This design comes from an exercise in tuning for small area, a short achievable clock period and few clock cycles per item on the open sky130 flow, not from production work. Function was checked by simulation only, so behaviour that the tests miss may differ from the original.

File: flow/design.v
package sw_pkg;
    localparam int SCORE_W = 8;
    localparam logic signed [SCORE_W-1:0] MATCH      = 8'sd2;
    localparam logic signed [SCORE_W-1:0] MISMATCH   = -8'sd1;
    localparam logic signed [SCORE_W-1:0] GAP_OPEN   = -8'sd2;   
    localparam logic signed [SCORE_W-1:0] GAP_EXTEND = -8'sd1;   
endpackage
`timescale 1ns/1ps
module sw_pe #(
    parameter int HW = 7             
)
(
    input  logic       clk,
    input  logic       reset,
    input  logic [1:0] query_i,      
    input  logic [1:0] ref_i,
    input  logic       ref_valid_i,
    input  logic [6:0] h_left_i,     
    input  logic       i_left_i,     
    output logic [1:0] ref_o,
    output logic       ref_valid_o,
    output logic [6:0] h_o,          
    output logic [6:0] h_next_o,     
    output logic       i_o           
);
    logic [HW-1:0] h_q;
    logic [1:0]    query_q;
    logic [1:0]    query_cur;
    logic [2:0]    b_q;              
    logic          d_q;              
    logic          first;
    logic          match;
    logic signed [3:0] x, y, ss, dd;
    logic              i_top, d_top;
    logic        [2:0] best;
    logic        [3:0] u;
    logic              up, dn, neg;
    logic        [3:0] hi;
    logic        [6:0] h_new;
    logic        [6:0] h_reg;
    logic        [2:0] b_new;
    assign h_o = 7'(h_q);
    assign first     = ref_valid_i && !ref_valid_o;
    assign query_cur = first ? query_i : query_q;
    assign match     = (ref_i == query_cur);
    assign x  = h_left_i[3:0] - h_o[3:0];
    assign y  = x + {3'b0, i_left_i};
    assign ss = (match ? 4'sd6 : 4'sd3) - $signed({1'b0, b_q});
    assign dd = {3'b0, d_q};
    assign i_top = (y >= ss) && (y >= dd);
    assign d_top = (dd >= ss) && (dd >= y);
    assign best  = i_top ? y[2:0] : (d_top ? dd[2:0] : ss[2:0]);
    assign u     = {1'b0, h_o[2:0]} + {1'b0, best};
    assign up    = (u >= 4'd10);
    assign dn    = (u < 4'd2);
    assign hi    = up ? h_o[6:3] + 4'd1 : (dn ? h_o[6:3] - 4'd1 : h_o[6:3]);
    assign neg   = dn && (h_o[6:3] == 4'd0);
    assign h_new = neg ? 7'd0 : {hi, u[2:0] - 3'd2};
    assign h_reg = ref_valid_i ? h_new : 7'd0;
    assign b_new = h_reg[2:0] - h_left_i[2:0] + 3'd2;
    assign h_next_o = h_new;
    always_ff @(posedge clk or posedge reset)
    begin
        if (reset)
            ref_valid_o <= 1'b0;
        else
            ref_valid_o <= ref_valid_i;
    end
    always_ff @(posedge clk)
    begin
        ref_o   <= ref_i;
        query_q <= query_cur;
        h_q     <= h_reg[HW-1:0];
        b_q     <= b_new;
        i_o     <= i_top;
        d_q     <= d_top;
    end
endmodule
`timescale 1ns/1ps
module sw_array #(
    parameter int NUM_QUERY = 32
)
(
    input  logic                   clk,
    input  logic                   reset,
    input  logic [1:0]             data_query_i,
    input  logic [1:0]             data_ref_i,
    input  logic                   ref_valid_i,
    output logic [7*NUM_QUERY-1:0] h_all_o,        
    output logic [6:0]             h_last_next_o,  
    output logic [NUM_QUERY-1:0]   cell_valid_o
);
    logic [1:0] ref_chain [NUM_QUERY+1];
    logic       vld_chain [NUM_QUERY+1];
    logic [6:0] h_chain   [NUM_QUERY+1];
    logic       i_chain   [NUM_QUERY+1];
    assign ref_chain[0] = data_ref_i;
    assign vld_chain[0] = ref_valid_i;
    assign h_chain[0]   = '0;
    assign i_chain[0]   = 1'b0;
    logic [6:0] h_next [NUM_QUERY];
    for (genvar k = 0; k < NUM_QUERY; k++)
    begin : g_cell
        sw_pe #(
            .HW ($clog2(2 * (k + 1) + 1))
        ) u_pe (
            .clk         (clk),
            .reset       (reset),
            .query_i     (data_query_i),
            .ref_i       (ref_chain[k]),
            .ref_valid_i (vld_chain[k]),
            .h_left_i    (h_chain[k]),
            .i_left_i    (i_chain[k]),
            .ref_o       (ref_chain[k+1]),
            .ref_valid_o (vld_chain[k+1]),
            .h_o         (h_chain[k+1]),
            .h_next_o    (h_next[k]),
            .i_o         (i_chain[k+1])
        );
        assign h_all_o[7*k +: 7] = h_chain[k+1];
        if (k == NUM_QUERY - 1)
        begin : g_last
            assign h_last_next_o = h_next[k];
        end
        assign cell_valid_o[k]   = vld_chain[k+1];
    end
endmodule
`timescale 1ns/1ps
module sw_ctrl #(
    parameter int NUM_REF   = 64,
    parameter int NUM_QUERY = 32
)
(
    input  logic       clk,
    input  logic       reset,
    input  logic       valid_i,
    input  logic [1:0] data_ref_i,
    input  logic [1:0] data_query_i,
    input  logic       first_valid_i,    
    input  logic       last_valid_i,     
    input  logic       last_prev_i,      
    output logic       valid_o,
    output logic [1:0] ref_o,
    output logic [1:0] query_o,
    output logic       clear_o,
    output logic       last_cell_o,      
    output logic       finish_o
);
    always_ff @(posedge clk or posedge reset)
    begin
        if (reset)
        begin
            valid_o  <= 1'b0;
            finish_o <= 1'b0;
        end
        else
        begin
            valid_o  <= valid_i;
            finish_o <= last_cell_o;
        end
    end
    always_ff @(posedge clk)
    begin
        ref_o   <= data_ref_i;
        query_o <= data_query_i;
    end
    assign last_cell_o = last_valid_i && !last_prev_i;
    assign clear_o = valid_o && !first_valid_i;
endmodule
`timescale 1ns/1ps
module sw_max_tracker #(
    parameter int NUM_REF   = 64,
    parameter int NUM_QUERY = 32
)
(
    input  logic                                 clk,
    input  logic                                 clear_i,
    input  logic [7*NUM_QUERY-1:0]               h_all_i,    
    input  logic                                 last_i,     
    input  logic [6:0]                           h_last_i,
    output logic signed [7:0]                    max_o,
    output logic [$clog2(NUM_REF + 1)-1:0]       pos_ref_o,
    output logic [$clog2(NUM_QUERY + 1)-1:0]     pos_query_o
);
    localparam int DIAG_W = $clog2(NUM_REF + NUM_QUERY + 1);
    localparam int REF_W  = $clog2(NUM_REF + 1);
    localparam int QRY_W  = $clog2(NUM_QUERY + 1);
    localparam int IDX_W  = $clog2(NUM_QUERY);
    localparam int LEVELS = $clog2(NUM_QUERY);
    logic [DIAG_W-1:0] diag;     
    logic [6:0]        gmax;
    function automatic gt7(input [6:0] x, input [6:0] y);
        reg c;
        integer k;
        begin
            c = 1'b0;
            for (k = 0; k < 7; k = k + 1)
                c = (x[k] & ~y[k]) | (c & (x[k] | ~y[k]));
            gt7 = c;
        end
    endfunction
    logic             tb [LEVELS+1][NUM_QUERY];    
    logic [1:0]       ta [LEVELS+1][NUM_QUERY];    
    logic [IDX_W-1:0] ti [LEVELS+1][NUM_QUERY];
    logic             take_r;
    always_comb
    begin
        for (int k = 0; k < NUM_QUERY; k++)
        begin
            tb[0][k] = gt7(h_all_i[7*k +: 7], gmax);
            ta[0][k] = h_all_i[7*k +: 2] + ~gmax[1:0];
            ti[0][k] = IDX_W'(k);
        end
        for (int l = 0; l < LEVELS; l++)
        begin
            for (int k = 0; k < (NUM_QUERY >> (l + 1)); k++)
            begin
                take_r = tb[l][2*k+1] && (!tb[l][2*k] || (ta[l][2*k+1] > ta[l][2*k]));
                tb[l+1][k] = tb[l][2*k] || tb[l][2*k+1];
                ta[l+1][k] = take_r ? ta[l][2*k+1] : ta[l][2*k];
                ti[l+1][k] = take_r ? ti[l][2*k+1] : ti[l][2*k];
            end
            for (int k = (NUM_QUERY >> (l + 1)); k < NUM_QUERY; k++)
            begin
                tb[l+1][k] = 1'b0;
                ta[l+1][k] = '0;
                ti[l+1][k] = '0;
            end
        end
    end
    logic [6:0]       g_diag;
    logic [REF_W-1:0] pr_diag;
    logic [QRY_W-1:0] pq_diag;
    always_comb
    begin
        g_diag  = gmax;
        pr_diag = pos_ref_o;
        pq_diag = pos_query_o;
        if (tb[LEVELS][0])
        begin
            g_diag  = gmax + {5'd0, ta[LEVELS][0]} + 7'd1;
            pr_diag = REF_W'(diag - DIAG_W'(ti[LEVELS][0]) - DIAG_W'(1));
            pq_diag = QRY_W'(ti[LEVELS][0]) + QRY_W'(1);
        end
    end
    always_ff @(posedge clk)
    begin
        if (clear_i)
        begin
            diag        <= DIAG_W'(2);
            gmax        <= '0;
            max_o       <= '0;
            pos_ref_o   <= '0;
            pos_query_o <= '0;
        end
        else
        begin
            diag <= diag + 1'b1;
            if (last_i && gt7(h_last_i, g_diag))
            begin
                gmax        <= h_last_i;
                pos_ref_o   <= REF_W'(NUM_REF);
                pos_query_o <= QRY_W'(NUM_QUERY);
            end
            else
            begin
                gmax        <= g_diag;
                pos_ref_o   <= pr_diag;
                pos_query_o <= pq_diag;
            end
            if (last_i)
                max_o <= (gt7(h_last_i, g_diag)) ? {1'b0, h_last_i} : {1'b0, g_diag};
        end
    end
endmodule
`timescale 1ns/1ps
module sw_top #(
    parameter int NUM_REF   = 64,
    parameter int NUM_QUERY = 32
)
(
    input  logic                             clk,
    input  logic                             reset,
    input  logic                             valid_i,
    input  logic [1:0]                       data_ref_i,
    input  logic [1:0]                       data_query_i,
    output logic                             finish_o,
    output logic signed [7:0]                max_o,
    output logic [$clog2(NUM_REF + 1)-1:0]   pos_ref_o,
    output logic [$clog2(NUM_QUERY + 1)-1:0] pos_query_o
);
    logic                   valid_q;
    logic [1:0]             ref_q;
    logic [1:0]             query_q;
    logic                   clear;
    logic [7*NUM_QUERY-1:0] h_all;
    logic [NUM_QUERY-1:0]   cell_valid;
    logic [6:0]             h_last_next;
    logic                   last_cell;
    sw_ctrl #(
        .NUM_REF   (NUM_REF),
        .NUM_QUERY (NUM_QUERY)
    ) u_ctrl (
        .clk           (clk),
        .reset         (reset),
        .valid_i       (valid_i),
        .data_ref_i    (data_ref_i),
        .data_query_i  (data_query_i),
        .first_valid_i (cell_valid[0]),
        .last_valid_i  (cell_valid[NUM_QUERY-2]),
        .last_prev_i   (cell_valid[NUM_QUERY-3]),
        .valid_o       (valid_q),
        .ref_o         (ref_q),
        .query_o       (query_q),
        .clear_o       (clear),
        .last_cell_o   (last_cell),
        .finish_o      (finish_o)
    );
    sw_array #(
        .NUM_QUERY (NUM_QUERY)
    ) u_array (
        .clk          (clk),
        .reset        (reset),
        .data_query_i (query_q),
        .data_ref_i   (ref_q),
        .ref_valid_i  (valid_q),
        .h_all_o      (h_all),
        .h_last_next_o (h_last_next),
        .cell_valid_o (cell_valid)
    );
    sw_max_tracker #(
        .NUM_REF   (NUM_REF),
        .NUM_QUERY (NUM_QUERY)
    ) u_tracker (
        .clk         (clk),
        .clear_i     (clear),
        .h_all_i     (h_all),
        .last_i      (last_cell),
        .h_last_i    (h_last_next),
        .max_o       (max_o),
        .pos_ref_o   (pos_ref_o),
        .pos_query_o (pos_query_o)
    );
endmodule
File: flow/flow/run.sh
#!/bin/bash
# Layout flow: the standard flow (standard.sh), with an area-oriented
# technology mapping in synthesis and plain buffers on the ports.
#  - arithmetic is left to ABC: no Kogge-Stone carry map and no separate
#    half/full adder extraction;
#  - the port buffers are sky130_fd_sc_hd__buf_4.
# Registers, their names and cell types are those of the standard synthesis.
set -euo pipefail
W=$(pwd)
SCR=$W/orfs_scripts
rm -rf "$SCR"
mkdir -p "$SCR"
cp -r "$FLOW_HOME/scripts/." "$SCR/"
cp "$W/flow/abc_area.script" "$SCR/abc_area.script"

KNOBS=(SCRIPTS_DIR="$SCR" ABC_AREA=1 ADDER_MAP_FILE= SYNTH_OPERATIONS_ARGS=-nofsm
       "BUFFER_PORTS_ARGS=-buffer_cell sky130_fd_sc_hd__buf_4")

bash standard.sh "${KNOBS[@]}" synth > "$W/synth.log" 2>&1
bash standard.sh "${KNOBS[@]}" finish > "$W/layout.log" 2>&1
File: flow/flow/abc_area.script
&get -n
&st
&dch -f
&nf -R 1000
&put
topo
File: flow/standard.sh
#!/bin/bash
# synth_recipe.tcl (not shown) runs the flow's synth.tcl, then flattens the netlist and writes it again
# the make line also repeats each setting of config.mk as NAME=value (left out here)
make -C /OpenROAD-flow-scripts/flow DESIGN_CONFIG=/design/flow/config.mk WORK_HOME=/design/flow/orfs CLKGATE_MAP_FILE= SYNTH_SCRIPT=/design/flow/synth_recipe.tcl "${@:-finish}"
File: flow/config.mk
export PLATFORM = sky130hd
export DESIGN_NAME = sw_top
export DESIGN_NICKNAME = sw_top
export VERILOG_FILES = /design/flow/design.v
export SDC_FILE = /design/flow/constraint.sdc
export NUM_CORES = 4
export LEC_CHECK = 0
export CAP_MARGIN = 20
export CORE_MARGIN = 2
export CORE_UTILIZATION = 40
export SLEW_MARGIN = 20
File: flow/constraint.sdc
create_clock -name core_clock -period 55.0 [get_ports {clk}]
set_input_delay 11.0000 -clock core_clock [delete_from_list [all_inputs] [get_ports {clk}]]
set_output_delay 11.0000 -clock core_clock [all_outputs]
set_load 0.01 [all_outputs]
==> results of run 1 <==
cell type report:
| cell class | instances | area (um^2) |
|---|---|---|
| flip-flops and latches | 523 | 10600 |
| repair buffers | 50 | 375 |
| multi-input cells | 3512 | 23000 |
| fillers | 8559 | 46900 |
| inverters | 234 | 878 |
| clock inverters | 26 | 298 |
| well taps | 1144 | 1430 |
| clock buffers | 89 | 1830 |
registers in the layout, summed over array words and instances, names as in the netlist:
name,cells
u_ctrl.query_o,2
u_array.g_cell.u_pe.h_q,167
u_ctrl.finish_o,1
u_ctrl.ref_o,2
u_array.g_cell.u_pe.ref_valid_o,32
u_array.g_cell.u_pe.query_q,64
u_array.g_cell.u_pe.i_o,31
u_array.g_cell.u_pe.d_q,32
u_array.g_cell.u_pe.b_q,95
u_tracker.max_o,7
u_tracker.pos_ref_o,7
u_ctrl.valid_o,1
u_tracker.pos_query_o,6
u_tracker.gmax,7
u_array.g_cell.u_pe.ref_o,62
u_tracker.diag,7
stage by stage:
step | hold slack [ns] | cells | cell area (um^2)
final | 0.362 | 5578 | 38500
after global routing | 0.367 | 5578 | 38500
after CTS | 0.353 | 5578 | 38500
after detailed placement | 0.353 | 5463 | 36400
after global placement | 0.354 | 5463 | 36400
after floorplan | 0.349 | 4270 | 34500
worst paths after layout:
path                                                  endpoint  cells after the start
max                                             pos_query_o[5]                      1
min                            u_array.g_cell[1].u_pe.ref_o[0]                      0
max reg2reg                                  u_tracker.gmax[1]                     41
min reg2reg                    u_array.g_cell[1].u_pe.ref_o[0]                      0
max in group asynchronous   u_array.g_cell[3].u_pe.ref_valid_o                      3
min in group asynchronous  u_array.g_cell[30].u_pe.ref_valid_o                      3
synth_stat cells (57+ instances only):
master,n,area share
nor3_1,57,0.0083
a21oi_1,276,0.040
xor2_1,274,0.069
maj3_1,198,0.057
nand3_1,77,0.011
xnor2_1,727,0.18
dfxtp_1,489,0.28
mux2_1,77,0.025
nor2_1,361,0.039
clkinv_1,234,0.025
o21ai_0,274,0.040
nand2_1,526,0.057
nand2b_1,138,0.025
nor2b_1,92,0.017
cells in the final DEF (no fill, tap or decap), types with 37 or more instances in the layout:
master / n
clkinv_1: 233
xor2_1: 274
clkbuf_16: 63
xnor2_1: 727
o211ai_1: 37
nand3_1: 77
nor2b_1: 91
o21ai_0: 274
nor3_1: 55
dfxtp_1: 486
o31ai_1: 45
mux2_1: 77
buf_4: 50
nor2_1: 361
maj3_1: 198
nand2_1: 526
nand2b_1: 138
a21oi_1: 276
cell families after synthesis:
group	after synthesis	synth area share
AOI/OAI and AO/OA	824	0.140
xor gates and xnor gates	1002	0.254
adders and majority gates	198	0.0574
buffers and inverters	235	0.0256
DFF	523	0.308
muxes	106	0.0335
other	1	0.000109
and+or+nand+nor	1381	0.181
layer usage:
metal | GRT usage | vias up | wire [um]
met5 | 0 | - | 0
li1 | - | 14654 | -
met4 | 0.0518 | 0 | 2100
met3 | 0.0255 | 122 | 3220
met2 | 0.320 | 369 | 38500
met1 | 0.233 | 13149 | 37900
==> flow_summary.json, run 1 <==
{
  "wire_per_inst_um": 14.6,
  "post_cts.repair.setup_buffers": 0,
  "startpoint_type": "flop",
  "cts_sinks": 523,
  "grt_overflow": 0,
  "drc": 0,
  "yosys_warnings": 21,
  "area_growth_pct": 11.4,
  "max_freq_mhz": 81.7,
  "worstSkewPairLatency_ns": 0.64,
  "maxCapViolCount": 0,
  "syn_area_per_cell_um2": 8.09,
  "crit_path_cell_trace": "buf_4",
  "grt_pass1_vias": 26949,
  "drtIter0Drc": 1295,
  "worst_slew_pin_slew_ns": 1.10,
  "r2r_slack_ns": 44.35,
  "path_delay_family": "flip-flops",
  "layout_min_cycle_time_ns": 12.24,
  "cts-htree-levels": 2,
  "crit_start": "u_tracker.pos_query_o[5]",
  "routed_via_density": 5.07,
  "ctsLongestPathBuffers": 3,
  "grt_max_degree": 44,
  "ys_async_sr_fraction": 0.0650,
  "io_buffers": 27,
  "nets": 4389,
  "rsz0062_at_grt": "false",
  "cts_buffers": 61,
  "die-area_mm2": 0.0887,
  "root_buffer": "clkbuf_16",
  "finalSetupTns_ns": 0,
  "drtPass1Iterations": 5,
  "drv_slew": 0,
  "hold_start": "u_array.g_cell[0].u_pe.ref_o[0]",
  "worstSetupPathType": "flop to primary output",
  "slew_headroom": 0.262,
  "vias": 28294,
  "ctsResizeCount": 0,
  "worstPathMaxFanout": 2,
  "setup_viol": 0,
  "start_util": 0.404,
  "grt_usage": 0.183,
  "status": "complete, no violations",
  "synth-edff-count": 0,
  "dieWidth_um": 298,
  "dp_hpwl_um": 60900,
  "fin_crit_sh": 0.223,
  "setup_ws_ns": 42.76,
  "synth_cell_types": 49,
  "cts_tree": "built",
  "cp-end-kind": "primary output",
  "routabilityCongestion": 0.840,
  "synth_top_flop_cell": "dfxtp_1",
  "ant_nets": 0,
  "num_rows": 107,
  "hp-class": "flop to flop",
  "chipHeight_um": 298,
  "clkTransAtPathRegs_ns": 0.06,
  "ioPinCount": 29,
  "cp_num_buf_inv": 1,
  "slowest_delay_ns": 0.44,
  "grt_pass1_wl_um": 135000,
  "hold_buffers": 0,
  "drive_gt1_frac": 0.0365,
  "syn_inst": 4270,
  "diodes": 0,
  "coreArea_mm2": 0.0854,
  "synth_nets": 4277,
  "cp.arrival_ns": 1.24,
  "ys_seq_area_frac": 0.308,
  "routed_wl_um": 81700,
  "worst_path_max_delay_cell": "dfxtp_1",
  "final_util": 0.451,
  "antenna_found_initial": 1,
  "ys_ff_latch": 523,
  "synthesis.area_mm2": 0.0345,
  "worstPathRequired_ns": 44.00,
  "r2r-start": "u_tracker.gmax[0]",
  "pre_cts_slack_ns": 43.29,
  "skew_ns": 0.0203,
  "finalHoldViolCount": 0
}
Testbench counts, summed over its fixed seeds: cycles 30,720, items 320.
==> run 2: changes to the inputs <==
--- a/flow/design.v
+++ b/flow/design.v
@@ -39,3 +39,2 @@
     logic        [6:0] h_new;
-    logic        [6:0] h_reg;
     logic        [2:0] b_new;
@@ -58,4 +57,3 @@
     assign h_new = neg ? 7'd0 : {hi, u[2:0] - 3'd2};
-    assign h_reg = ref_valid_i ? h_new : 7'd0;
-    assign b_new = h_reg[2:0] - h_left_i[2:0] + 3'd2;
+    assign b_new = h_new[2:0] - h_left_i[2:0] + 3'd2;
     assign h_next_o = h_new;
@@ -72,6 +70,16 @@
         query_q <= query_cur;
-        h_q     <= h_reg[HW-1:0];
-        b_q     <= b_new;
-        i_o     <= i_top;
-        d_q     <= d_top;
+        if (ref_valid_i)
+        begin
+            h_q <= h_new[HW-1:0];
+            b_q <= b_new;
+            i_o <= i_top;
+            d_q <= d_top;
+        end
+        else
+        begin
+            h_q <= '0;
+            b_q <= 3'd2;
+            i_o <= 1'b0;
+            d_q <= 1'b0;
+        end
     end
==> flow/run.sh (new file) <==
#!/bin/bash
# synth_recipe.tcl (not shown) runs the flow's synth.tcl, then flattens the netlist and writes it again
# the make line also repeats each setting of config.mk as NAME=value (left out here)
make -C /OpenROAD-flow-scripts/flow DESIGN_CONFIG=/design/flow/config.mk WORK_HOME=/design/flow/orfs CLKGATE_MAP_FILE= SYNTH_SCRIPT=/design/flow/synth_recipe.tcl finish
removed: flow/flow/run.sh
removed: flow/flow/abc_area.script
removed: flow/standard.sh
==> flow_summary.json, run 2 <==
{
  "status": "complete, no violations",
  "num_rows": 119,
  "hp-class": "flop to flop",
  "cp-end-kind": "primary output",
  "ctsResizeCount": 0,
  "skew_ns": 0.0281,
  "worst_path_max_delay_cell": "clkdlybuf4s50_1",
  "synth_nets": 5783,
  "cts_sinks": 523,
  "final_util": 0.441,
  "ctsLongestPathBuffers": 3,
  "setup_viol": 0,
  "largest_register_ffs": 166,
  "layout_min_cycle_time_ns": 12.57,
  "worstSetupPathType": "flop to primary output",
  "start_util": 0.404,
  "coreArea_mm2": 0.106,
  "synth_area_leaders": "dfxtp_1 (23%), ha_1 (22%), inv_1 (5.5%)",
  "yosys_warnings": 21,
  "vias": 32118,
  "top_regs": "u_array.g_cell.u_pe.h_q (166), u_array.g_cell.u_pe.b_q (96), u_array.g_cell.u_pe.query_q (64)",
  "ioPinCount": 29,
  "ys_ff_latch": 523,
  "fin_crit_sh": 0.229,
  "drtIter0Drc": 1615,
  "worst_slew_pin_slew_ns": 0.974,
  "clkTransAtPathRegs_ns": 0.07,
  "synthesis.area_mm2": 0.0427,
  "cts-htree-levels": 2,
  "dp_hpwl_um": 77000,
  "top_register": "u_array.g_cell.u_pe.h_q",
  "ys_seq_area_frac": 0.249,
  "startpoint_type": "flop",
  "nFillCells": 10217,
  "syn_area_per_cell_um2": 8.71,
  "final_common_cell": "ha_1",
  "routed_wl_um": 98700,
  "synth_area_leader_cell": "dfxtp_1",
  "timing.hold.ws_ns": 0.364,
  "cts_buffers": 60,
  "slowest_delay_ns": 0.58,
  "cts_tree": "built",
  "wire_per_inst_um": 15.5,
  "worstPathMaxFanout": 2,
  "path_delay_family": "buffers and inverters",
  "syn_inst": 4902,
  "post_cts.repair.setup_buffers": 0,
  "root_buffer": "clkbuf_16",
  "drive_gt1_frac": 0.0567,
  "area_growth_pct": 9.17,
  "die-area_mm2": 0.109,
  "yosysMostFrequentCell": "ha_1",
  "grt_max_degree": 35,
  "antenna_found_initial": 4,
  "synth-edff-count": 0,
  "rsz0062_at_grt": "false",
  "hold_buffers": 0,
  "mostFrequentLayoutCells": "ha_1 (761), inv_1 (627), nor2_1 (502), dfxtp_1 (484), nand2_1 (322)",
  "synth_top_area_frac": 0.229,
  "grt_overflow": 0,
  "worstSkewPairLatency_ns": 0.65,
  "dieWidth_um": 331,
  "drtPass1Iterations": 5,
  "nets": 5824,
  "ant_nets": 0,
  "synth_cell_types": 90,
  "routabilityCongestion": 0.853,
  "max_freq_mhz": 79.5,
  "synth_top_flop_cell": "dfxtp_1",
  "worstPathRequired_ns": 44.00,
  "finalSetupTns_ns": 0,
  "maxCapViolCount": 0,
  "cp.arrival_ns": 1.57,
  "drc": 0,
  "grt_pass1_wl_um": 162000,
  "routed_via_density": 5.03,
  "crit_path_cell_trace": "clkdlybuf4s50_1",
  "drv_slew": 0,
  "chipHeight_um": 331,
  "io_buffers": 27,
  "grt_usage": 0.182,
  "synthTopCellsByCount": "ha_1 (761), inv_1 (630), nor2_1 (502), dfxtp_1 (489), nand2_1 (322)",
  "ys_async_sr_fraction": 0.0650,
  "finalHoldViolCount": 0,
  "cp_num_buf_inv": 1,
  "slew_headroom": 0.342,
  "grt_pass1_vias": 31407
}
run 2: cells by family after synthesis:
family | share of synthesized area
AO/OA/AOI/OAI | 0.114
XOR/XNOR | 0.0917
adder cells (fa/ha/maj) | 0.282
buffers and inverters | 0.0632
flip-flops | 0.249
multiplexers | 0.0453
other | 0.0000879
AND/OR/NAND/NOR | 0.154
run 2: stage by stage:
step | area, um^2 | instances | setup WS [ns]
2_1_floorplan | 42700 | 4902 | 43.25
3_3_place_gp | 44500 | 6272 | 42.78
3_5_place_dp | 44500 | 6272 | 42.81
4_1_cts | 46600 | 6383 | 42.36
5_1_grt | 46600 | 6383 | 42.10
6_report | 46600 | 6385 | 42.43
run 2: area by class of cell:
cell class / instances / area, um^2 / share of cell area
Multi-Input combinational cell: 3681 / 29300 / 0.630
Sequential cell: 523 / 10600 / 0.229
Inverter: 636 / 2390 / 0.0512
Tap cell: 1391 / 1740 / 0.0374
Clock buffer: 76 / 1650 / 0.0355
Clock inverter: 35 / 435 / 0.00935
Timing Repair Buffer: 41 / 375 / 0.00806
Antenna cell: 2 / 5.00 / 0.000107
run 2: path summary, 6_finish.rpt:
path | end | startpoint | cells after the start | slack [ns]
min in group asynchronous | u_array.g_cell[8].u_pe.ref_valid_o | reset | 3 | 10.91
setup / recovery | max_o[3] | u_tracker.max_o[3] | 1 | 42.43
max in group asynchronous | u_array.g_cell[27].u_pe.ref_valid_o | reset | 3 | 43.53
setup reg to reg | u_tracker.max_o[1] | u_tracker.gmax[1] | 47 | 43.13
hold reg to reg | u_array.g_cell[4].u_pe.ref_o[0] | u_array.g_cell[3].u_pe.ref_o[0] | 0 | 0.36
hold / removal | u_array.g_cell[4].u_pe.ref_o[0] | u_array.g_cell[3].u_pe.ref_o[0] | 0 | 0.36
run 2: metal layers:
metal | GRT usage | wire (um)
met2 | 0.295 | 43400
met4 | 0.0472 | 2250
met1 | 0.255 | 49400
met3 | 0.0237 | 3600
met5 | 0 | 11
run 2: worst reg2reg max path: cells and delay by family (launching register included):
| kind | cells | cell delay (ns) |
|---|---|---|
| and+or+nand+nor | 5 | 0.65 |
| DFF | 1 | 0.40 |
| adders and majority gates | 9 | 3.31 |
| buffers and inverters | 8 | 1.49 |
| xor gates and xnor gates | 1 | 0.17 |
| muxes | 4 | 1.48 |
| AOI/OAI and AO/OA | 20 | 4.23 |
Testbench counts of run 2, summed over its fixed seeds: cycles 30,720, items 320.
==> run 3: changes to the inputs <==
--- a/flow/design.v
+++ b/flow/design.v
@@ -39,2 +39,3 @@
     logic        [6:0] h_new;
+    logic        [6:0] h_reg;
     logic        [2:0] b_new;
@@ -52,8 +53,20 @@
     assign u     = {1'b0, h_o[2:0]} + {1'b0, best};
-    assign up    = (u >= 4'd10);
-    assign dn    = (u < 4'd2);
-    assign hi    = up ? h_o[6:3] + 4'd1 : (dn ? h_o[6:3] - 4'd1 : h_o[6:3]);
-    assign neg   = dn && (h_o[6:3] == 4'd0);
-    assign h_new = neg ? 7'd0 : {hi, u[2:0] - 3'd2};
-    assign b_new = h_new[2:0] - h_left_i[2:0] + 3'd2;
+    assign up    = u[3] && (u[2] || u[1]);           
+    assign dn    = !u[3] && !u[2] && !u[1];          
+    always_comb
+    begin
+        logic all1, all0;
+        all1 = up;
+        all0 = dn;
+        for (int k = 3; k < 7; k++)
+        begin
+            hi[k-3] = h_o[k] ^ (all1 || all0);
+            all1    = all1 && h_o[k];
+            all0    = all0 && !h_o[k];
+        end
+        neg = all0;                                  
+    end
+    assign h_new = neg ? 7'd0 : {hi, u[2] ^ !u[1], !u[1], u[0]};    
+    assign h_reg = ref_valid_i ? h_new : 7'd0;
+    assign b_new = h_reg[2:0] - h_left_i[2:0] + 3'd2;
     assign h_next_o = h_new;
@@ -70,16 +83,6 @@
         query_q <= query_cur;
-        if (ref_valid_i)
-        begin
-            h_q <= h_new[HW-1:0];
-            b_q <= b_new;
-            i_o <= i_top;
-            d_q <= d_top;
-        end
-        else
-        begin
-            h_q <= '0;
-            b_q <= 3'd2;
-            i_o <= 1'b0;
-            d_q <= 1'b0;
-        end
+        h_q     <= h_reg[HW-1:0];
+        b_q     <= b_new;
+        i_o     <= i_top;
+        d_q     <= d_top;
     end
==> flow/flow/run.sh (new file) <==
#!/bin/bash
# Layout flow: the standard flow (standard.sh) with these changes:
#  - the registers that drive output ports get the x4 drive strength of
#    their cell (same cell type and name), see upsize_out.py;
#  - the port buffers are sky130_fd_sc_hd__buf_4.
# Registers, their names and cell types are those of the standard synthesis.
# Each tool's output goes to a log file in the work folder.
set -euo pipefail
W=$(pwd)
SCR=$W/orfs_scripts
rm -rf "$SCR"
mkdir -p "$SCR"
cp -r "$FLOW_HOME/scripts/." "$SCR/"
cp "$W/flow/abc_area.script" "$SCR/abc_area.script"

KNOBS=(SCRIPTS_DIR="$SCR" ABC_AREA=1 ADDER_MAP_FILE= SYNTH_OPERATIONS_ARGS=-nofsm
       "BUFFER_PORTS_ARGS=-buffer_cell sky130_fd_sc_hd__buf_4")

bash standard.sh "${KNOBS[@]}" synth > "$W/synth.log" 2>&1
NET=$W/orfs/results/$FLOW_PLATFORM/sw_top/base/1_2_yosys.v
python3 "$W/flow/upsize_out.py" "$NET" > "$W/upsize.log" 2>&1
bash standard.sh "${KNOBS[@]}" finish > "$W/layout.log" 2>&1
==> flow/flow/abc_area.script (new file) <==
strash
&get -n
&st
&deepsyn -T 300
&dch -f
&nf -R 1000
&put
topo
==> flow/flow/upsize_out.py (new file) <==
#!/usr/bin/env python3
"""Give the flip-flops that drive the output ports (the result registers and
finish_o) the x4 drive strength of their cell type, in the synthesised
netlist. Names and cell types stay as they are."""
import re, sys

path = sys.argv[1]
src = open(path).read()
pat = re.compile(r"sky130_fd_sc_hd__(dfxtp|dfrtp)_1(\s+\\u_(?:tracker\.(?:max_o|pos_ref_o|pos_query_o)|ctrl\.finish_o)[\[$])")
src, n = pat.subn(r"sky130_fd_sc_hd__\1_4\2", src)
print(f"upsized {n} output registers")
open(path, "w").write(src)
==> flow/standard.sh (new file) <==
#!/bin/bash
# synth_recipe.tcl (not shown) runs the flow's synth.tcl, then flattens the netlist and writes it again
# the make line also repeats each setting of config.mk as NAME=value (left out here)
make -C /OpenROAD-flow-scripts/flow DESIGN_CONFIG=/design/flow/config.mk WORK_HOME=/design/flow/orfs CLKGATE_MAP_FILE= SYNTH_SCRIPT=/design/flow/synth_recipe.tcl "${@:-finish}"
--- a/flow/config.mk
+++ b/flow/config.mk
@@ -9,3 +9,6 @@
 export CORE_MARGIN = 2
-export CORE_UTILIZATION = 40
+export CORE_UTILIZATION = 60
+export CTS_BUF_LIST = sky130_fd_sc_hd__clkbuf_16
+export CTS_CLUSTER_DIAMETER = 80
+export CTS_CLUSTER_SIZE = 24
 export SLEW_MARGIN = 20
removed: flow/run.sh
==> flow_summary.json, run 3 <==
{
  "slowest_delay_ns": 0.47,
  "ant_nets": 0,
  "antenna_found_initial": 1,
  "ys_async_sr_fraction": 0.0650,
  "ys_seq_area_frac": 0.321,
  "synth_top_area_frac": 0.295,
  "top_regs": "u_array.g_cell.u_pe.h_q (167), u_array.g_cell.u_pe.b_q (95), u_array.g_cell.u_pe.query_q (64)",
  "worstSetupPathType": "flop to primary output",
  "startpoint_type": "flop",
  "ioPinCount": 29,
  "ctsResizeCount": 0,
  "syn_inst": 4145,
  "synth_top_flop_cell": "dfxtp_1",
  "grt_pass1_vias": 25105,
  "synth_area_leader_cell": "dfxtp_1",
  "ys_ff_latch": 523,
  "mostFrequentLayoutCells": "xnor2_1 (554), nor2_1 (503), dfxtp_1 (465), nand2_1 (428), o21ai_0 (310)",
  "yosysMostFrequentCell": "xnor2_1",
  "wl_met3_um": 3970,
  "cts_sinks": 523,
  "finalHoldViolCount": 0,
  "grt_pass1_wl_um": 129000,
  "maxUsedRoutingLayer": "met4",
  "synth_cell_types": 61,
  "drtIter0Drc": 1777,
  "cp.arrival_ns": 1.19,
  "chipHeight_um": 239,
  "fin_cells": 4961,
  "worstPathRequired_ns": 44.00,
  "worst_path_max_delay_cell": "dfrtp_4",
  "maxCapViolCount": 0,
  "synthTopCellsByCount": "xnor2_1 (554), nor2_1 (503), dfxtp_1 (489), nand2_1 (428), o21ai_0 (310)",
  "top_register": "u_array.g_cell.u_pe.h_q",
  "status": "complete, no violations",
  "routabilityCongestion": 0.853,
  "grt_overflow": 0,
  "cts_buffers": 36,
  "layout_min_cycle_time_ns": 12.19,
  "drv_slew": 0,
  "hold_buffers": 0,
  "syn_area_per_cell_um2": 8.02,
  "synthesis.area_mm2": 0.0332,
  "worst_slew_pin_slew_ns": 1.12,
  "yosys_warnings": 21,
  "die-area_mm2": 0.0573,
  "coreArea_mm2": 0.0549,
  "worstPathMaxFanout": 1,
  "synth_area_leaders": "dfxtp_1 (30%), xnor2_1 (15%), xor2_1 (6.0%)",
  "num_rows": 86,
  "finalSetupTns_ns": 0,
  "place_inst": 4896,
  "drtPass1Iterations": 5,
  "drc": 0,
  "largest_register_ffs": 167,
  "worstSkewPairLatency_ns": 0.59,
  "dr_wl_met2_um": 36300,
  "skew_ns": 0.0261,
  "max_freq_mhz": 82.0,
  "routed_via_density": 5.63,
  "ys_chip_area_mm2": 0.0332,
  "synth-edff-count": 0,
  "post_cts.repair.setup_buffers": 0,
  "ctsLongestPathBuffers": 3,
  "cp-end-kind": "primary output",
  "dieWidth_um": 239,
  "synth_nets": 4152,
  "slew_headroom": 0.257,
  "nets": 4237,
  "cts-htree-levels": 2,
  "routed_wl_um": 80200,
  "dp_hpwl_um": 59300,
  "clkTransAtPathRegs_ns": 0.09,
  "fin_crit_sh": 0.222,
  "rsz0062_at_grt": "false",
  "timing.hold.ws_ns": 0.369,
  "setup_viol": 0,
  "io_buffers": 27,
  "drive_gt1_frac": 0.0313,
  "path_delay_family": "flip-flops",
  "wl_met1_um": 38000,
  "area_growth_pct": 7.48,
  "start_util": 0.606,
  "final_common_cell": "xnor2_1",
  "grt_usage": 0.278,
  "crit_path_cell_trace": "buf_4",
  "wire_per_inst_um": 16.2,
  "cp_num_buf_inv": 1,
  "grt_max_degree": 38,
  "vias": 27924,
  "root_buffer": "clkbuf_16",
  "cts_tree": "built",
  "hp-class": "flop to flop"
}
## run 3: cell count changes after synthesis, sizes merged, moves of 41 or more
cell / delta
or2: +44
fa: -113
a21o: -128
xnor2: +295
inv: -635
ha: -761
a21oi: +53
o21ai: +166
mux2: -54
nand2: +106
nor4: -41
maj3: +57
nand3: -48
clkinv: +197
## run 3: layout make-up
type	instances	area, um^2
Antenna cell	1	2.50
Multi-Input combinational cell	3423	21800
Inverter	198	743
Sequential cell	523	10700
Clock inverter	26	288
Fill cell	4905	19200
Tap cell	704	881
Clock buffer	38	951
Timing Repair Buffer	48	360
## run 3: worst paths after layout
check / cells after the start / end / slack [ns] / from
max: 1 / finish_o / 42.81 / u_ctrl.finish_o
min: 0 / u_array.g_cell[26].u_pe.ref_o[0] / 0.37 / u_array.g_cell[25].u_pe.ref_o[0]
max reg2reg: 41 / u_tracker.pos_ref_o[5] / 43.93 / u_tracker.gmax[0]
min reg2reg: 0 / u_array.g_cell[26].u_pe.ref_o[0] / 0.37 / u_array.g_cell[25].u_pe.ref_o[0]
max in group asynchronous: 3 / u_ctrl.finish_o / 43.88 / reset
min in group asynchronous: 3 / u_array.g_cell[23].u_pe.ref_valid_o / 10.60 / reset
## run 3: routing by layer
metal,GRT usage,vias up
met1,0.379,12770
met5,0,-
met4,0.0784,0
met3,0.0364,102
met2,0.459,547
li1,-,14505
## run 3: kinds of logic after synthesis
logic type	synth area share
AO/OA/AOI/OAI	0.177
XOR/XNOR	0.206
adder cells (fa/ha/maj)	0.0248
buffers and inverters	0.0226
flip-flops	0.321
multiplexers	0.0508
other	0.000113
AND/OR/NAND/NOR	0.198
## run 3: metrics by stage
stage                     setup slack [ns]  utilization  instance area, um^2
after detailed placement             43.22        0.628                34500
final                                42.81        0.651                35700
after global routing                 42.77        0.651                35700
after floorplan                      43.50            -                33200
after CTS                            42.78        0.651                35700
after global placement               43.21        0.628                34500
Testbench counts of run 3, summed over its fixed seeds: cycles 30,720, items 320.
==> run 4: changes to the inputs <==
--- a/flow/design.v
+++ b/flow/design.v
@@ -89,2 +89,80 @@
 endmodule
+module sw_pe_first (
+    input  logic       clk,
+    input  logic       reset,
+    input  logic [1:0] query_i,      
+    input  logic [1:0] ref_i,
+    input  logic       ref_valid_i,
+    output logic [1:0] ref_o,
+    output logic       ref_valid_o,
+    output logic [6:0] h_o,          
+    output logic       i_o
+);
+    logic [1:0] query_q;
+    logic [1:0] query_cur;
+    logic       first;
+    logic       m_q;                 
+    assign first     = ref_valid_i && !ref_valid_o;
+    assign query_cur = first ? query_i : query_q;
+    assign h_o = {5'd0, m_q, 1'b0};
+    assign i_o = 1'b0;
+    always_ff @(posedge clk or posedge reset)
+    begin
+        if (reset)
+            ref_valid_o <= 1'b0;
+        else
+            ref_valid_o <= ref_valid_i;
+    end
+    always_ff @(posedge clk)
+    begin
+        ref_o   <= ref_i;
+        query_q <= query_cur;
+        m_q     <= ref_valid_i && (ref_i == query_cur);
+    end
+endmodule
+module sw_pe_second (
+    input  logic       clk,
+    input  logic       reset,
+    input  logic [1:0] query_i,      
+    input  logic [1:0] ref_i,
+    input  logic       ref_valid_i,
+    input  logic [6:0] h_left_i,     
+    output logic [1:0] ref_o,
+    output logic       ref_valid_o,
+    output logic [6:0] h_o,          
+    output logic       i_o
+);
+    logic [1:0] query_q;
+    logic [1:0] query_cur;
+    logic       first;
+    logic [2:0] h_q;                 
+    logic       d_q;                 
+    logic       m1_q;                
+    logic [2:0] s_val, d_val, h_new;
+    logic       s_pos, d_top;
+    assign first     = ref_valid_i && !ref_valid_o;
+    assign query_cur = first ? query_i : query_q;
+    assign s_val = (ref_i == query_cur) ? (m1_q ? 3'd4 : 3'd2) : (m1_q ? 3'd1 : 3'd0);
+    assign s_pos = (ref_i == query_cur) || m1_q;
+    assign d_val = (h_q + {2'b0, d_q} >= 3'd2) ? h_q + {2'b0, d_q} - 3'd2 : 3'd0;
+    assign d_top = (d_val >= s_val);
+    assign h_new = d_top ? d_val : s_val;
+    assign h_o = {4'd0, h_q};
+    assign i_o = 1'b0;
+    always_ff @(posedge clk or posedge reset)
+    begin
+        if (reset)
+            ref_valid_o <= 1'b0;
+        else
+            ref_valid_o <= ref_valid_i;
+    end
+    always_ff @(posedge clk)
+    begin
+        ref_o   <= ref_i;
+        query_q <= query_cur;
+        m1_q    <= h_left_i[1];
+        h_q     <= ref_valid_i ? h_new : 3'd0;
+        d_q     <= d_top;
+    end
+endmodule
 `timescale 1ns/1ps
@@ -114,18 +192,52 @@
     begin : g_cell
-        sw_pe #(
-            .HW ($clog2(2 * (k + 1) + 1))
-        ) u_pe (
-            .clk         (clk),
-            .reset       (reset),
-            .query_i     (data_query_i),
-            .ref_i       (ref_chain[k]),
-            .ref_valid_i (vld_chain[k]),
-            .h_left_i    (h_chain[k]),
-            .i_left_i    (i_chain[k]),
-            .ref_o       (ref_chain[k+1]),
-            .ref_valid_o (vld_chain[k+1]),
-            .h_o         (h_chain[k+1]),
-            .h_next_o    (h_next[k]),
-            .i_o         (i_chain[k+1])
-        );
+        if (k == 0)
+        begin : g_first
+            sw_pe_first u_pe (
+                .clk         (clk),
+                .reset       (reset),
+                .query_i     (data_query_i),
+                .ref_i       (ref_chain[k]),
+                .ref_valid_i (vld_chain[k]),
+                .ref_o       (ref_chain[k+1]),
+                .ref_valid_o (vld_chain[k+1]),
+                .h_o         (h_chain[k+1]),
+                .i_o         (i_chain[k+1])
+            );
+            assign h_next[k] = '0;
+        end
+        else if (k == 1)
+        begin : g_second
+            sw_pe_second u_pe (
+                .clk         (clk),
+                .reset       (reset),
+                .query_i     (data_query_i),
+                .ref_i       (ref_chain[k]),
+                .ref_valid_i (vld_chain[k]),
+                .h_left_i    (h_chain[k]),
+                .ref_o       (ref_chain[k+1]),
+                .ref_valid_o (vld_chain[k+1]),
+                .h_o         (h_chain[k+1]),
+                .i_o         (i_chain[k+1])
+            );
+            assign h_next[k] = '0;
+        end
+        else
+        begin : g_col
+            sw_pe #(
+                .HW ($clog2(2 * (k + 1) + 1))
+            ) u_pe (
+                .clk         (clk),
+                .reset       (reset),
+                .query_i     (data_query_i),
+                .ref_i       (ref_chain[k]),
+                .ref_valid_i (vld_chain[k]),
+                .h_left_i    (h_chain[k]),
+                .i_left_i    (i_chain[k]),
+                .ref_o       (ref_chain[k+1]),
+                .ref_valid_o (vld_chain[k+1]),
+                .h_o         (h_chain[k+1]),
+                .h_next_o    (h_next[k]),
+                .i_o         (i_chain[k+1])
+            );
+        end
         assign h_all_o[7*k +: 7] = h_chain[k+1];
==> flow_summary.json, run 4 <==
{
  "status": "complete, no violations",
  "die-area_mm2": 0.0564,
  "hp-class": "flop to flop",
  "cts_tree": "built",
  "grt_usage": 0.272,
  "cts_sinks": 515,
  "crit_start": "u_ctrl.finish_o",
  "timing.hold.ws_ns": 0.358,
  "cp_num_buf_inv": 1,
  "drtPass1Iterations": 5,
  "worst_slew_pin_slew_ns": 0.998,
  "synthesis.area_mm2": 0.0327,
  "cts-htree-levels": 2,
  "synthTopCellsByCount": "xnor2_1 (525), nor2_1 (503), dfxtp_1 (481), nand2_1 (378), o21ai_0 (280)",
  "top_regs": "u_array.g_cell.genblk1.g_col.u_pe.h_q (162), u_array.g_cell.genblk1.g_col.u_pe.b_q (90), u_array.g_cell.genblk1.g_col.u_pe.query_q (60)",
  "vias": 27128,
  "yosys_warnings": 23,
  "crit_path_cell_trace": "buf_4",
  "path_delay_family": "flip-flops",
  "start_util": 0.608,
  "drive_gt1_frac": 0.0303,
  "yosysMostFrequentCell": "xnor2_1",
  "synth_top_flop_cell": "dfxtp_1",
  "chipHeight_um": 237,
  "ys_ff_latch": 515,
  "layout_min_cycle_time_ns": 12.20,
  "ctsLongestPathBuffers": 3,
  "setup_viol": 0,
  "finalHoldViolCount": 0,
  "synth-edff-count": 0,
  "wire_per_inst_um": 15.8,
  "coreArea_mm2": 0.0538,
  "ys_seq_area_frac": 0.321,
  "ys_async_sr_fraction": 0.0660,
  "grt_max_degree": 46,
  "root_buffer": "clkbuf_16",
  "drv_slew": 0,
  "finalSetupTns_ns": 0,
  "ys_chip_area_mm2": 0.0326,
  "io_buffers": 27,
  "syn_inst": 4050,
  "max_freq_mhz": 82.0,
  "worstPathMaxFanout": 1,
  "startpoint_type": "flop",
  "ant_nets": 0,
  "top_register": "u_array.g_cell.genblk1.g_col.u_pe.h_q",
  "grt_overflow": 0,
  "synth_cell_types": 58,
  "dp_hpwl_um": 56000,
  "rsz0062_at_grt": "false",
  "syn_area_per_cell_um2": 8.08,
  "r2r-start": "u_tracker.gmax[1]",
  "area_growth_pct": 7.18,
  "slowest_delay_ns": 0.47,
  "antenna_found_initial": 0,
  "nets": 4135,
  "fin_crit_sh": 0.222,
  "routed_via_density": 5.59,
  "worstSkewPairLatency_ns": 0.59,
  "routabilityCongestion": 0.848,
  "clkTransAtPathRegs_ns": 0.09,
  "ctsResizeCount": 0,
  "dieWidth_um": 237,
  "final_common_cell": "xnor2_1",
  "hold_start": "u_array.g_cell[0].g_first.u_pe.m_q",
  "cp-end-kind": "primary output",
  "num_rows": 85,
  "worst_path_max_delay_cell": "dfrtp_4",
  "drtIter0Drc": 1452,
  "synth_area_leaders": "dfxtp_1 (30%), xnor2_1 (14%), xor2_1 (6.5%)",
  "maxCapViolCount": 0,
  "largest_register_ffs": 162,
  "slew_headroom": 0.329,
  "skew_ns": 0.0273,
  "worstSetupPathType": "flop to primary output",
  "cp.arrival_ns": 1.20,
  "cts_buffers": 34,
  "post_cts.repair.setup_buffers": 0,
  "routed_wl_um": 76800,
  "worstPathRequired_ns": 44.00,
  "mostFrequentLayoutCells": "xnor2_1 (525), nor2_1 (503), dfxtp_1 (457), nand2_1 (378), o21ai_0 (280)",
  "grt_pass1_wl_um": 127000,
  "ioPinCount": 29,
  "synth_nets": 4057,
  "synth_top_area_frac": 0.295,
  "synth_area_leader_cell": "dfxtp_1",
  "hold_buffers": 0,
  "drc": 0,
  "grt_pass1_vias": 25318
}
## run 4: path summary, 6_finish.rpt
path	cells after the start	slack [ns]	end
min in group asynchronous	3	10.59	u_array.g_cell[8].genblk1.g_col.u_pe.ref_valid_o
setup reg to reg	43	43.83	u_tracker.max_o[2]
max in group asynchronous	3	43.92	u_ctrl.finish_o
setup / recovery	1	42.80	finish_o
hold / removal	0	0.36	u_array.g_cell[1].genblk1.g_second.u_pe.m1_q
hold reg to reg	0	0.36	u_array.g_cell[1].genblk1.g_second.u_pe.m1_q
## run 4: per-layer routing
metal / up-vias / global-route usage / routed length (um)
li1: 14076 / - / -
met1: 12561 / 0.359 / 36200
met2: 384 / 0.472 / 35900
met3: 107 / 0.0247 / 2490
met4: 0 / 0.0799 / 2090
met5: - / 0 / 0
## run 4: cell type report
type / instances / area, um^2
repair buffers: 43 / 323
diodes: 1 / 2.50
multi-input cells: 3352 / 21500
clock inverters: 25 / 225
clock buffers: 37 / 926
fillers: 4834 / 18800
inverters: 182 / 683
well taps: 696 / 871
flip-flops and latches: 515 / 10600
## run 4: through the flow
stage / worst slack [ns] / cells / area [um^2] / util
2_1_floorplan: 43.50 / 4050 / 32700 / -
3_3_place_gp: 43.25 / 4788 / 33900 / 0.630
3_5_place_dp: 43.27 / 4788 / 33900 / 0.630
4_1_cts: 42.77 / 4850 / 35000 / 0.651
5_1_grt: 42.77 / 4850 / 35000 / 0.651
6_report: 42.80 / 4851 / 35100 / 0.651
## run 4: logic make-up after synthesis
| group | share of synthesized area |
|---|---|
| and+or+nand+nor | 0.207 |
| AOI/OAI and AO/OA | 0.166 |
| xor gates and xnor gates | 0.206 |
| DFF | 0.321 |
| buffers and inverters | 0.0212 |
| muxes | 0.0520 |
| adders and majority gates | 0.0267 |
| other | 0.000115 |
Testbench counts of run 4, summed over its fixed seeds: cycles 30,720, items 320.
==> run 5: changes to the inputs <==
--- a/flow/design.v
+++ b/flow/design.v
@@ -274,11 +274,9 @@
         if (reset)
-        begin
-            valid_o  <= 1'b0;
-            finish_o <= 1'b0;
-        end
+            valid_o <= 1'b0;
         else
-        begin
-            valid_o  <= valid_i;
-            finish_o <= last_cell_o;
-        end
+            valid_o <= valid_i;
+    end
+    always_ff @(posedge clk)
+    begin
+        finish_o <= last_cell_o;
     end
--- a/flow/config.mk
+++ b/flow/config.mk
@@ -9,3 +9,3 @@
 export CORE_MARGIN = 2
-export CORE_UTILIZATION = 60
+export CORE_UTILIZATION = 75
 export CTS_BUF_LIST = sky130_fd_sc_hd__clkbuf_16
==> flow_summary.json, run 5 <==
{
  "ys_seq_area_frac": 0.322,
  "fin_cells": 4738,
  "worst_path_max_delay_cell": "dfxtp_1",
  "synth-edff-count": 0,
  "slew_headroom": 0.289,
  "synthesis.area_mm2": 0.0327,
  "worstPathRequired_ns": 55.51,
  "ys_ff_latch": 515,
  "cts_tree": "built",
  "ff2ff_path_depth": 41,
  "routed_wl_um": 78800,
  "final_util": 0.809,
  "syn_inst": 4048,
  "cts-htree-levels": 1,
  "ys_async_sr_fraction": 0.0641,
  "nFillCells": 3081,
  "grt_pass1_wl_um": 129000,
  "worstPathMaxFanout": 20,
  "hp-class": "flop to flop",
  "yosys_warnings": 23,
  "worstSetupPathType": "flop to flop",
  "max_freq_mhz": 80.8,
  "top_regs": "u_array.g_cell.genblk1.g_col.u_pe.h_q (162), u_array.g_cell.genblk1.g_col.u_pe.b_q (90), u_array.g_cell.genblk1.g_col.u_pe.query_q (60)",
  "setup_viol": 0,
  "synth_nets": 4055,
  "dieWidth_um": 213,
  "drv_slew": 0,
  "drtPass1Iterations": 6,
  "finalHoldViolCount": 0,
  "maxCapViolCount": 0,
  "startpoint_type": "flop",
  "worstSkewPairLatency_ns": 0.63,
  "chipHeight_um": 213,
  "ctsLongestPathBuffers": 3,
  "nets": 4135,
  "post_cts.repair.setup_buffers": 0,
  "synth_area_leader_cell": "dfxtp_1",
  "clkTransAtPathRegs_ns": 0.09,
  "status": "complete, no violations",
  "seq_area_mm2": 0.0106,
  "synth_top_flop_cell": "dfxtp_1",
  "routed_via_density": 5.99,
  "top_register": "u_array.g_cell.genblk1.g_col.u_pe.h_q",
  "grt_overflow": 0,
  "finalSetupTns_ns": 0,
  "hold_start": "u_array.g_cell[11].genblk1.g_col.u_pe.ref_o[0]",
  "min_delay_path_depth": 0,
  "vias": 28386,
  "io_buffers": 27,
  "ioPinCount": 29,
  "cp.arrival_ns": 12.88,
  "grt_max_degree": 53,
  "cts_sinks": 515,
  "synth_top_family_by_area": "XOR/XNOR gates",
  "drtIter0Drc": 2065,
  "largest_register_ffs": 162,
  "yosys.area_share.adder": 0.0249,
  "cts_buffers": 31,
  "hold_buffers": 0,
  "synthTopCellsByCount": "xnor2_1 (546), nor2_1 (487), dfxtp_1 (482), nand2_1 (370), o21ai_0 (280)",
  "synth_top_area_frac": 0.296,
  "worst_slew_pin_slew_ns": 1.07,
  "slowest_delay_ns": 1.03,
  "num_rows": 76,
  "r2r-start": "u_tracker.gmax[3]",
  "rsz0062_at_grt": "false",
  "ctsResizeCount": 0,
  "cp-end-kind": "flop",
  "multi_input_area_mm2": 0.0213,
  "synthSimpleGateAreaFrac": 0.199,
  "ant_nets": 0,
  "fin_crit_sh": 0.225,
  "mostFrequentLayoutCells": "xnor2_1 (546), nor2_1 (487), dfxtp_1 (459), nand2_1 (370), o21ai_0 (280)",
  "dp_hpwl_um": 57100,
  "synth_cell_types": 63,
  "crit_start": "u_tracker.gmax[3]",
  "timing.hold.ws_ns": 0.351,
  "synth_area_leaders": "dfxtp_1 (30%), xnor2_1 (15%), xor2_1 (6.5%)",
  "wire_per_inst_um": 16.6,
  "place_inst": 4680,
  "layout_min_cycle_time_ns": 12.38,
  "skew_ns": 0.0199,
  "grt_usage": 0.346,
  "ys_chip_area_mm2": 0.0326,
  "start_util": 0.760,
  "synth_compound_area_frac": 0.171,
  "grt_pass1_vias": 26662,
  "synthMuxAreaShare": 0.0496,
  "final_common_cell": "xnor2_1",
  "die-area_mm2": 0.0452,
  "antenna_found_initial": 1,
  "syn_area_per_cell_um2": 8.07,
  "yosysMostFrequentCell": "xnor2_1",
  "coreArea_mm2": 0.0430,
  "synth-xor-area-share": 0.211,
  "drive_gt1_frac": 0.0291,
  "routabilityCongestion": 0.955,
  "root_buffer": "clkbuf_16",
  "area_growth_pct": 6.42,
  "drc": 0
}
-- run 5: worst max-delay path, delay by kind of cell, from the launching register on --
kind,cells,cell delay (ns)
mux,2,0.38
simple gates,14,2.74
fa+ha+maj,5,1.76
xor+xnor,1,0.23
buf+inv,4,1.83
compound gates,15,4.24
flops,1,1.03
-- run 5: worst paths after layout --
| path | to | slack, ns |
|---|---|---|
| setup / recovery | u_tracker.pos_ref_o[5] | 42.62 |
| hold / removal | u_array.g_cell[12].genblk1.g_col.u_pe.ref_o[0] | 0.35 |
| setup reg to reg | u_tracker.pos_ref_o[5] | 42.62 |
| hold reg to reg | u_array.g_cell[12].genblk1.g_col.u_pe.ref_o[0] | 0.35 |
| max in group asynchronous | u_array.g_cell[20].genblk1.g_col.u_pe.ref_valid_o | 43.78 |
| min in group asynchronous | u_array.g_cell[4].genblk1.g_col.u_pe.ref_valid_o | 10.59 |
-- run 5: logic make-up after synthesis --
kind of cell / after synthesis
buffers and inverters: 202
XOR/XNOR: 786
adder cells (fa/ha/maj): 81
flip-flops: 515
multiplexers: 153
AND/OR/NAND/NOR: 1395
other: 1
AO/OA/AOI/OAI: 915
-- run 5: final cells by class --
class | instances | share of cell area
flip-flops and latches | 515 | 0.304
multi-input cells | 3331 | 0.614
diodes | 1 | 0.0000720
well taps | 585 | 0.0211
inverters | 201 | 0.0217
clock inverters | 26 | 0.00666
repair buffers | 48 | 0.0104
clock buffers | 31 | 0.0223
-- run 5: routing by layer --
layer | vias to the layer above | global-route usage | wire length [um]
met5 | - | 0 | 0
li1 | 14118 | - | -
met1 | 13230 | 0.447 | 34100
met2 | 858 | 0.588 | 36700
met4 | 0 | 0.140 | 3040
met3 | 180 | 0.0427 | 4930
-- run 5: through the flow --
| stage | instance area [um^2] | setup slack (ns) |
|---|---|---|
| 2_1_floorplan | 32700 | 43.52 |
| 4_1_cts | 34700 | 42.84 |
| 3_5_place_dp | 33700 | 42.99 |
| 3_3_place_gp | 33700 | 43.10 |
| 5_1_grt | 34700 | 41.63 |
| 6_report | 34800 | 42.62 |
Testbench counts of run 5, summed over its fixed seeds: cycles 30,720, items 320.
==> run 6: changes to the inputs <==
--- a/flow/config.mk
+++ b/flow/config.mk
@@ -9,3 +9,3 @@
 export CORE_MARGIN = 2
-export CORE_UTILIZATION = 75
+export CORE_UTILIZATION = 60
 export CTS_BUF_LIST = sky130_fd_sc_hd__clkbuf_16
==> flow_summary.json, run 6 <==
{
  "status": "complete, no violations",
  "timing.hold.ws_ns": 0.368,
  "antenna_found_initial": 1,
  "synth_cell_types": 63,
  "ys_ff_latch": 515,
  "worstPathMaxFanout": 2,
  "path_delay_family": "flip-flops",
  "drtIter0Drc": 1908,
  "ys_chip_area_mm2": 0.0326,
  "drive_gt1_frac": 0.0322,
  "routabilityCongestion": 0.922,
  "io_buffers": 27,
  "synthesis.area_mm2": 0.0327,
  "diodes": 0,
  "fin_crit_sh": 0.220,
  "r2r-start": "u_tracker.gmax[0]",
  "hold_start": "u_array.g_cell[10].genblk1.g_col.u_pe.ref_o[0]",
  "crit_start": "u_tracker.max_o[0]",
  "die-area_mm2": 0.0563,
  "syn_inst": 4048,
  "synth-xor-area-share": 0.211,
  "final_util": 0.653,
  "hold_buffers": 0,
  "dieWidth_um": 237,
  "cp.arrival_ns": 1.08,
  "routed_wl_um": 78700,
  "grt_pass1_wl_um": 128000,
  "slew_headroom": 0.333,
  "synthSimpleGateAreaFrac": 0.199,
  "wire_per_inst_um": 16.2,
  "vias": 27447,
  "ioPinCount": 29,
  "cp-end-kind": "primary output",
  "rsz0062_at_grt": "false",
  "skew_ns": 0.0259,
  "worstPathRequired_ns": 44.00,
  "coreArea_mm2": 0.0538,
  "setup_viol": 0,
  "synthMuxAreaShare": 0.0496,
  "top_regs": "u_array.g_cell.genblk1.g_col.u_pe.h_q (162), u_array.g_cell.genblk1.g_col.u_pe.b_q (90), u_array.g_cell.genblk1.g_col.u_pe.query_q (60)",
  "root_buffer": "clkbuf_16",
  "grt_pass1_vias": 25016,
  "drv_slew": 0,
  "cts_buffers": 36,
  "synth_top_flop_cell": "dfxtp_1",
  "final_common_cell": "xnor2_1",
  "cts_tree": "built",
  "synth-edff-count": 0,
  "grt_usage": 0.277,
  "place_inst": 4791,
  "grt_max_degree": 52,
  "area_growth_pct": 7.61,
  "start_util": 0.607,
  "drtPass1Iterations": 7,
  "yosys_warnings": 23,
  "maxCapViolCount": 0,
  "worst_slew_pin_slew_ns": 0.990,
  "setup_ws_ns": 42.92,
  "fin_cells": 4856,
  "routed_via_density": 5.65,
  "worst_path_max_delay_cell": "dfxtp_4",
  "slowest_delay_ns": 0.36,
  "yosysMostFrequentCell": "xnor2_1",
  "crit_path_cell_trace": "buf_4",
  "cp_num_buf_inv": 1,
  "pre_cts_slack_ns": 43.07,
  "nets": 4141,
  "worstSkewPairLatency_ns": 0.59,
  "cts-htree-levels": 2,
  "largest_register_ffs": 162,
  "mostFrequentLayoutCells": "xnor2_1 (546), nor2_1 (487), dfxtp_1 (458), nand2_1 (370), o21ai_0 (280)",
  "ys_async_sr_fraction": 0.0641,
  "hp-class": "flop to flop",
  "ys_seq_area_frac": 0.322,
  "drc": 0,
  "ctsResizeCount": 0,
  "synth_area_leaders": "dfxtp_1 (30%), xnor2_1 (15%), xor2_1 (6.5%)",
  "finalHoldViolCount": 0,
  "cts_sinks": 515,
  "synth_area_leader_cell": "dfxtp_1",
  "post_cts.repair.setup_buffers": 0,
  "num_rows": 85,
  "yosys.area_share.adder": 0.0249,
  "chipHeight_um": 237,
  "grt_overflow": 0,
  "synth_top_area_frac": 0.296,
  "clkTransAtPathRegs_ns": 0.09,
  "finalSetupTns_ns": 0,
  "synthTopCellsByCount": "xnor2_1 (546), nor2_1 (487), dfxtp_1 (482), nand2_1 (370), o21ai_0 (280)",
  "max_freq_mhz": 82.8,
  "startpoint_type": "flop",
  "ctsLongestPathBuffers": 3,
  "synth_compound_area_frac": 0.171,
  "ant_nets": 0,
  "layout_min_cycle_time_ns": 12.08,
  "synth_top_family_by_area": "XOR/XNOR gates",
  "worstSetupPathType": "flop to primary output",
  "top_register": "u_array.g_cell.genblk1.g_col.u_pe.h_q",
  "synth_nets": 4055,
  "syn_area_per_cell_um2": 8.07,
  "dp_hpwl_um": 58000
}
## run 6: cell type report
type	count	area, um^2
multi-input cells	3331	21300
fillers	4823	18700
flip-flops and latches	515	10600
clock buffers	38	951
well taps	696	871
inverters	201	754
repair buffers	49	380
clock inverters	26	285
## run 6: worst reg2reg max path, delay by kind of cell (launching register included)
| family | cells | cell delay (ns) |
|---|---|---|
| compound gates | 17 | 4.70 |
| xor+xnor | 1 | 0.17 |
| fa+ha+maj | 4 | 1.47 |
| buf+inv | 4 | 1.16 |
| flops | 1 | 0.41 |
| mux | 2 | 0.50 |
| simple gates | 15 | 3.26 |
## run 6: kinds of logic (layout without fill, tap and decap cells)
logic type	after synthesis	in the layout
buffers and inverters	202	314
other	1	1
AND/OR/NAND/NOR	1395	1395
flip-flops	515	515
XOR/XNOR	786	786
multiplexers	153	153
AO/OA/AOI/OAI	915	915
adder cells (fa/ha/maj)	81	81
## run 6: final timing paths
kind / endpoint / slack [ns] / cells past startpoint
worst min-delay path: u_array.g_cell[11].genblk1.g_col.u_pe.ref_o[0] / 0.37 / 0
worst max register to register: u_tracker.pos_ref_o[5] / 43.19 / 43
max in group asynchronous: u_array.g_cell[19].genblk1.g_col.u_pe.ref_valid_o / 44.02 / 3
worst min register to register: u_array.g_cell[11].genblk1.g_col.u_pe.ref_o[0] / 0.37 / 0
worst max-delay path: max_o[0] / 42.92 / 1
min in group asynchronous: u_array.g_cell[4].genblk1.g_col.u_pe.ref_valid_o / 10.43 / 2
## run 6: per-layer routing
layer / global-route usage / part of all wire / up-vias
li1: - / - / 14146
met1: 0.387 / 0.48 / 12722
met2: 0.464 / 0.46 / 486
met3: 0.0307 / 0.044 / 93
met4: 0.0577 / 0.018 / 0
met5: 0 / 0 / -
## run 6: stage by stage
step                      area, um^2
after global placement         33900
final                          35100
after CTS                      35100
after floorplan                32700
after global routing           35100
after detailed placement       33900

port drivers added, routing unchanged:
The flow's constraints put no driver on any port. The routed layouts listed below were extracted and timed again, unchanged, in two steps.
Step 1: set_driving_cell puts a clkbuf_16 on clk and a buf_2 on each other input, an assumption about the parent block.
Step 2 also shifts input and output timing later by t, the mid clock arrival at the registers, as if the neighbouring blocks saw the same clock.
a / b / c = ideal / step 1 / step 2; a / b = the first two.
| run | shift t [ns] | slack for setup (ns) | worst register clock-pin slew, ns | worst data-port slew with drivers (ns) |
|---|---|---|---|---|
| run 1 | 0.700 | 42.757 / 42.690 / 43.334 | 0.06 / 0.06 | 0.03 |
| run 2 | 0.708 | 42.426 / 42.356 / 42.875 | 0.07 / 0.07 | 0.03 |
| run 3 | 0.637 | 42.806 / 42.745 / 43.284 | 0.10 / 0.10 | 0.03 |
| run 4 | 0.641 | 42.799 / 42.736 / 43.322 | 0.10 / 0.10 | 0.03 |
| run 5 | 0.687 | 42.622 / 42.622 / 42.622 | 0.10 / 0.10 | 0.03 |
| run 6 | 0.645 | 42.916 / 42.852 / 43.194 | 0.10 / 0.10 | 0.03 |
After both steps every run listed still meets setup and hold. Setup slack includes reset recovery checks.
